Source: an optimization exercise on an open RTL-to-GDS flow (aim: small area and a short achievable clock period). Production flows keep margins and buffers that such runs may drop.
In this exercise RTL edits were held to simulation tests only and were not proved equivalent to the original.

## v6
==> flow/design.v <==
package usb_fifo_pkg;
  function automatic integer ptr_w(input integer depth);
    ptr_w = $clog2(depth) + 1;
  endfunction
  function automatic integer last_bit(input integer data_w);
    last_bit = data_w;
  endfunction
endpackage
module fifo_nand4 (
  input  logic a, b, c, d,
  output logic y
);
  assign y = ~(a & b & c & d);
endmodule
module fifo_nand2 (
  input  logic a, b,
  output logic y
);
  assign y = ~(a & b);
endmodule
module fifo_nor2 (
  input  logic a, b,
  output logic y
);
  assign y = ~(a | b);
endmodule
module fifo_nand3 (
  input  logic a, b, c,
  output logic y
);
  assign y = ~(a & b & c);
endmodule
module fifo_and_or #(
  parameter int N = 8
) (
  input  logic [N-1:0] s,
  input  logic [N-1:0] d,
  output logic         y
);
  assign y = |(s & d);
endmodule
module fifo_o21ai (
  input  logic a1, a2, b1,
  output logic y
);
  assign y = ~((a1 | a2) & b1);
endmodule
module fifo_gate_row #(
  parameter int N   = 16,
  parameter int K   = 4,
  parameter bit NOR = 1'b0,
  parameter int NG  = (N + K - 1) / K
) (
  input  logic [N-1:0]  a,
  output logic [NG-1:0] y
);
  for (genvar g = 0; g < NG; g++) begin : g_g
    localparam int W = (N - K * g < K) ? N - K * g : K;
    logic [W-1:0] x;
    assign x = a[K*g +: W];
    if (W == 1) begin : g_1
      assign y[g] = ~x[0];
    end else if (NOR) begin : g_nor
      if (W == 2) begin : g_2
        fifo_nor2 u (.a(x[0]), .b(x[1]), .y(y[g]));
      end else begin : g_w
        assign y[g] = ~|x;
      end
    end else begin : g_nand
      if (W == 2) begin : g_2
        fifo_nand2 u (.a(x[0]), .b(x[1]), .y(y[g]));
      end else if (W == 3) begin : g_3
        fifo_nand3 u (.a(x[0]), .b(x[1]), .c(x[2]), .y(y[g]));
      end else begin : g_4
        fifo_nand4 u (.a(x[0]), .b(x[1]), .c(x[2]), .d(x[3]), .y(y[g]));
      end
    end
  end
endmodule
module fifo_rd_bit #(
  parameter int NL = 16,
  parameter int NH = 16
) (
  input  logic [NL-1:0]    lo,
  input  logic [NH-1:0]    hi,
  input  logic [NL*NH-1:0] d,
  output logic             q
);
  localparam int N1 = (NH + 3) / 4;       
  localparam int N2 = (N1 + 1) / 2;       
  logic [NH-1:0] r_n;                     
  logic [N1-1:0] t1;
  logic [N2-1:0] t2;
  for (genvar h = 0; h < NH; h++) begin : g_row
    logic [1:0] p;
    for (genvar j = 0; j < 2; j++) begin : g_p
      fifo_and_or #(.N(NL / 2)) u_a (.s(lo[NL/2*j +: NL/2]), .d(d[NL*h + NL/2*j +: NL/2]), .y(p[j]));
    end
    fifo_o21ai u_h (.a1(p[0]), .a2(p[1]), .b1(hi[h]), .y(r_n[h]));
  end
  fifo_gate_row #(.N(NH), .K(4)) u_t1 (.a(r_n), .y(t1));
  if (N1 == 1) begin : g_q1
    assign q = t1[0];
  end else begin : g_q2
    fifo_gate_row #(.N(N1), .K(2), .NOR(1'b1)) u_t2 (.a(t1), .y(t2));
    if (N2 == 1) begin : g_q3
      assign q = ~t2[0];
    end else begin : g_q4
      fifo_gate_row #(.N(N2), .K(4)) u_t3 (.a(t2), .y(q));
    end
  end
endmodule
module sdp_ram #(
  parameter int WIDTH = 9,
  parameter int DEPTH = 256,
  parameter int NL    = 16,
  parameter int NH    = DEPTH / NL
) (
  input  logic             clk,
  input  logic             we,
  input  logic [NL-1:0]    wlo,
  input  logic [NH-1:0]    whi_n,
  input  logic [WIDTH-1:0] wdata,
  input  logic [NL-1:0]    rlo,
  input  logic [NH-1:0]    rhi,
  output logic [WIDTH-1:0] rdata
);
  logic [WIDTH-1:0] mem [DEPTH];
  logic [NL-1:0]    wlo_n;
  logic [DEPTH-1:0] wsel;
  for (genvar l = 0; l < NL; l++) begin : g_wlo
    fifo_nand2 u (.a(we), .b(wlo[l]), .y(wlo_n[l]));
  end
  for (genvar i = 0; i < DEPTH; i++) begin : g_sel
    fifo_nor2 u_w (.a(wlo_n[i % NL]), .b(whi_n[i / NL]), .y(wsel[i]));
  end
  always_ff @(posedge clk) begin
    for (int i = 0; i < DEPTH; i++) begin
      if (wsel[i]) begin
        mem[i] <= wdata;
      end
    end
  end
  for (genvar b = 0; b < WIDTH; b++) begin : g_rd
    logic [DEPTH-1:0] col;
    for (genvar i = 0; i < DEPTH; i++) begin : g_col
      assign col[i] = mem[i][b];
    end
    fifo_rd_bit #(.NL(NL), .NH(NH)) u (.lo(rlo), .hi(rhi), .d(col), .q(rdata[b]));
  end
endmodule
module usb_pkt_fifo #(
  parameter int DATA_W    = 8,
  parameter int DEPTH     = 256,
  parameter int AFULL_LVL = DEPTH - 8,
  parameter int PKT_W     = 8
) (
  input  logic                     clk,
  input  logic                     rst,
  input  logic                     wr_valid,
  input  logic [DATA_W-1:0]        wr_data,
  input  logic                     wr_last,
  input  logic                     wr_discard,
  output logic                     wr_ready,
  output logic                     wr_afull,
  output logic                     wr_overflow,
  output logic                     rd_valid,
  output logic [DATA_W-1:0]        rd_data,
  output logic                     rd_last,
  input  logic                     rd_ready,
  output logic [$clog2(DEPTH):0]   level,
  output logic [PKT_W-1:0]         pkt_count
);
  localparam int PW = usb_fifo_pkg::ptr_w(DEPTH);
  localparam int AW = PW - 1;
  localparam int EW = ((DATA_W) + 1);
  localparam int LB = usb_fifo_pkg::last_bit(DATA_W);
  localparam int LW = AW / 2;
  localparam int NL = 1 << LW;
  localparam int NH = DEPTH / NL;
  localparam logic [PKT_W-1:0] PKT_MAX = '1;
  logic [AW-1:0] wr_ptr;
  logic [AW-1:0] commit_ptr;
  logic [NL-1:0] rlo;
  logic [NH-1:0] rhi;
  logic [PW-1:0] clevel;
  logic          drop;
  logic          wr_ok;            
  logic          full;
  logic          rewind;
  logic          accept;
  logic          commit;
  logic          rd_fire;
  logic          avail;
  logic          load;
  logic          ovf;
  logic [EW-1:0] ram_q;
  logic [EW-1:0] head_q;
  assign full     = level[PW-1];
  assign wr_ready = !full && !rst;
  assign ovf     = wr_valid && full;
  assign rewind  = wr_discard || (drop && wr_valid && wr_last);
  assign accept  = wr_valid && wr_ok && !wr_discard;
  assign commit  = accept && wr_last;
  assign rd_fire = rd_valid && rd_ready;
  assign avail   = (clevel[PW-1:1] != '0) || (!rd_valid && clevel[0]);
  assign load    = avail && (!rd_valid || rd_ready);
  assign rd_data = head_q[DATA_W-1:0];
  assign rd_last = head_q[LB];
  function automatic logic afull_of(input logic [PW-1:0] v);
    afull_of = v >= PW'(AFULL_LVL);
  endfunction
  logic [PW-1:0] lvl_p1, lvl_m1, clv_m1;
  logic [AW-1:0] wr_ptr_p1;
  logic [PKT_W-1:0] pkt_up, pkt_dn;
  assign lvl_p1    = level + PW'(1);
  assign lvl_m1    = level - PW'(1);
  assign clv_m1    = clevel - PW'(1);
  assign wr_ptr_p1 = wr_ptr + AW'(1);
  assign pkt_up    = (pkt_count != PKT_MAX) ? pkt_count + PKT_W'(1) : pkt_count;
  assign pkt_dn    = (pkt_count != '0) ? pkt_count - PKT_W'(1) : pkt_count;
  logic [PW-1:0] level_nx, clevel_nx;
  logic          afull_nx;
  logic          drop_nx;
  always_comb begin
    if (rewind) begin
      level_nx = rd_fire ? clv_m1 : clevel;
      afull_nx = rd_fire ? afull_of(clv_m1) : afull_of(clevel);
    end else if (accept) begin
      level_nx = rd_fire ? level : lvl_p1;
      afull_nx = rd_fire ? afull_of(level) : afull_of(lvl_p1);
    end else begin
      level_nx = rd_fire ? lvl_m1 : level;
      afull_nx = rd_fire ? afull_of(lvl_m1) : afull_of(level);
    end
    if (commit) clevel_nx = rd_fire ? level : lvl_p1;
    else        clevel_nx = rd_fire ? clv_m1 : clevel;
    drop_nx = rewind ? 1'b0 : (drop || ovf);
  end
  logic [NL-1:0] wlo;
  logic [NH-1:0] whi_n;
  always_comb begin
    for (int l = 0; l < NL; l++) wlo[l] = (wr_ptr[LW-1:0] == l);
    for (int h = 0; h < NH; h++) whi_n[h] = (wr_ptr[AW-1:LW] != h);
  end
  sdp_ram #(
    .WIDTH (EW),
    .DEPTH (DEPTH),
    .NL    (NL)
  ) u_ram (
    .clk   (clk),
    .we    (accept),
    .wlo   (wlo),
    .whi_n (whi_n),
    .wdata ({wr_last, wr_data}),
    .rlo   (rlo),
    .rhi   (rhi),
    .rdata (ram_q)
  );
  always_ff @(posedge clk) begin
    if (load) begin
      head_q <= ram_q;
    end
  end
  always_ff @(posedge clk) begin
    if (rst) begin
      wr_ptr      <= '0;
      commit_ptr  <= '0;
      rlo         <= {{(NL-1){1'b0}}, 1'b1};
      rhi         <= {{(NH-1){1'b0}}, 1'b1};
      level       <= '0;
      clevel      <= '0;
      wr_afull    <= 1'b0;
      drop        <= 1'b0;
      wr_ok       <= 1'b1;
      rd_valid    <= 1'b0;
      wr_overflow <= 1'b0;
      pkt_count   <= '0;
    end else begin
      wr_overflow <= ovf;
      level       <= level_nx;
      clevel      <= clevel_nx;
      wr_afull    <= afull_nx;
      drop        <= drop_nx;
      wr_ok       <= !level_nx[PW-1] && !drop_nx;
      if (rewind) begin
        wr_ptr <= commit_ptr;
      end else if (accept) begin
        wr_ptr <= wr_ptr_p1;
      end
      if (commit) begin
        commit_ptr <= wr_ptr_p1;
      end
      if (load) begin
        rlo      <= {rlo[NL-2:0], rlo[NL-1]};
        if (rlo[NL-1]) begin
          rhi    <= {rhi[NH-2:0], rhi[NH-1]};
        end
        rd_valid <= 1'b1;
      end else if (rd_fire) begin
        rd_valid <= 1'b0;
      end
      case ({commit, rd_fire && rd_last})
        2'b10:   pkt_count <= pkt_up;
        2'b01:   pkt_count <= pkt_dn;
        default: ;
      endcase
    end
  end
endmodule
==> flow/config.mk <==
export PLATFORM = sky130hd
export DESIGN_NAME = usb_pkt_fifo
export DESIGN_NICKNAME = usb_pkt_fifo
export VERILOG_FILES = /design/flow/design.v
export SDC_FILE = /design/flow/constraint.sdc
export NUM_CORES = 4
export LEC_CHECK = 0
export CAP_MARGIN = 20
export CORE_MARGIN = 2
export CORE_UTILIZATION = 50
export CTS_CLUSTER_DIAMETER = 90
export CTS_CLUSTER_SIZE = 30
export SETUP_SLACK_MARGIN = 2.5
export SLEW_MARGIN = 20
export SYNTH_HIERARCHICAL = 1
export SYNTH_MINIMUM_KEEP_SIZE = 0
==> flow/constraint.sdc <==
create_clock -name core_clock -period 5.0 [get_ports {clk}]
set_input_delay 1.0000 -clock core_clock [delete_from_list [all_inputs] [get_ports {clk}]]
set_output_delay 1.0000 -clock core_clock [all_outputs]
set_load 0.01 [all_outputs]
run.sh (not shown) runs the stock make flow with config.mk's settings and CLKGATE_MAP_FILE= SYNTH_SCRIPT=/design/flow/synth_recipe.tcl, a recipe that flattens the netlist after the stock synthesis.
Setup changes, v6 to v7
-- flow/design.v --
<<< v6, line 250
  ) u_ram (
    .clk   (clk),
    .we    (accept),
    .wlo   (wlo),
    .whi_n (whi_n),
>>> v7, line 250
  ) u_ram (
    .clk   (clk),
    .we    (!full),
    .wlo   (wlo),
    .whi_n (whi_n),
### Flow results
In v7 the worst path setup slack after routing turned out 0.040 ns higher than in v6.
Comparing v7 with v6, the fraction of the mapped netlist area in simple logic gates came out essentially unchanged.
NOTE non-clock buffer count v6->v7 increased by more than 10%
Taking v6 as the reference, in v7 max-cap violation count neither gained nor lost much, area growth from synthesis to final layout went up.
v7: no failed stages, no open violations at the end

==> what the ideal ports hide <==
The flow's constraints put no driver on any port. The routed layouts listed below were extracted and timed again, unchanged, in two steps.
Step 1 (the two cells are an assumption about what drives the block):
set clk [get_ports {clk}]
set_driving_cell -lib_cell sky130_fd_sc_hd__clkbuf_16 $clk
set_driving_cell -lib_cell sky130_fd_sc_hd__buf_2 [delete_from_list [all_inputs] $clk]
Step 2 adds t to the input delays and takes it off the output delays; t is the mean of the earliest and latest rising clock arrival at the registers after step 1. Input paths then give back, and output paths get back, about the clock's delay inside the block.
a / b / c = ideal ports / drivers / drivers and shift; a / b = the first two.
run	shift t [ns]	slack for setup (ns)	worst setup path at the end
v6	0.841	2.387 / 2.387 / 1.786	input to register
v7	0.847	2.427 / 2.411 / 1.817	input to register
After both steps setup and hold are still met in every run listed. The setup slack of v7, which loses most, moves by -0.016 ns with the drivers and by -0.610 ns with both steps.
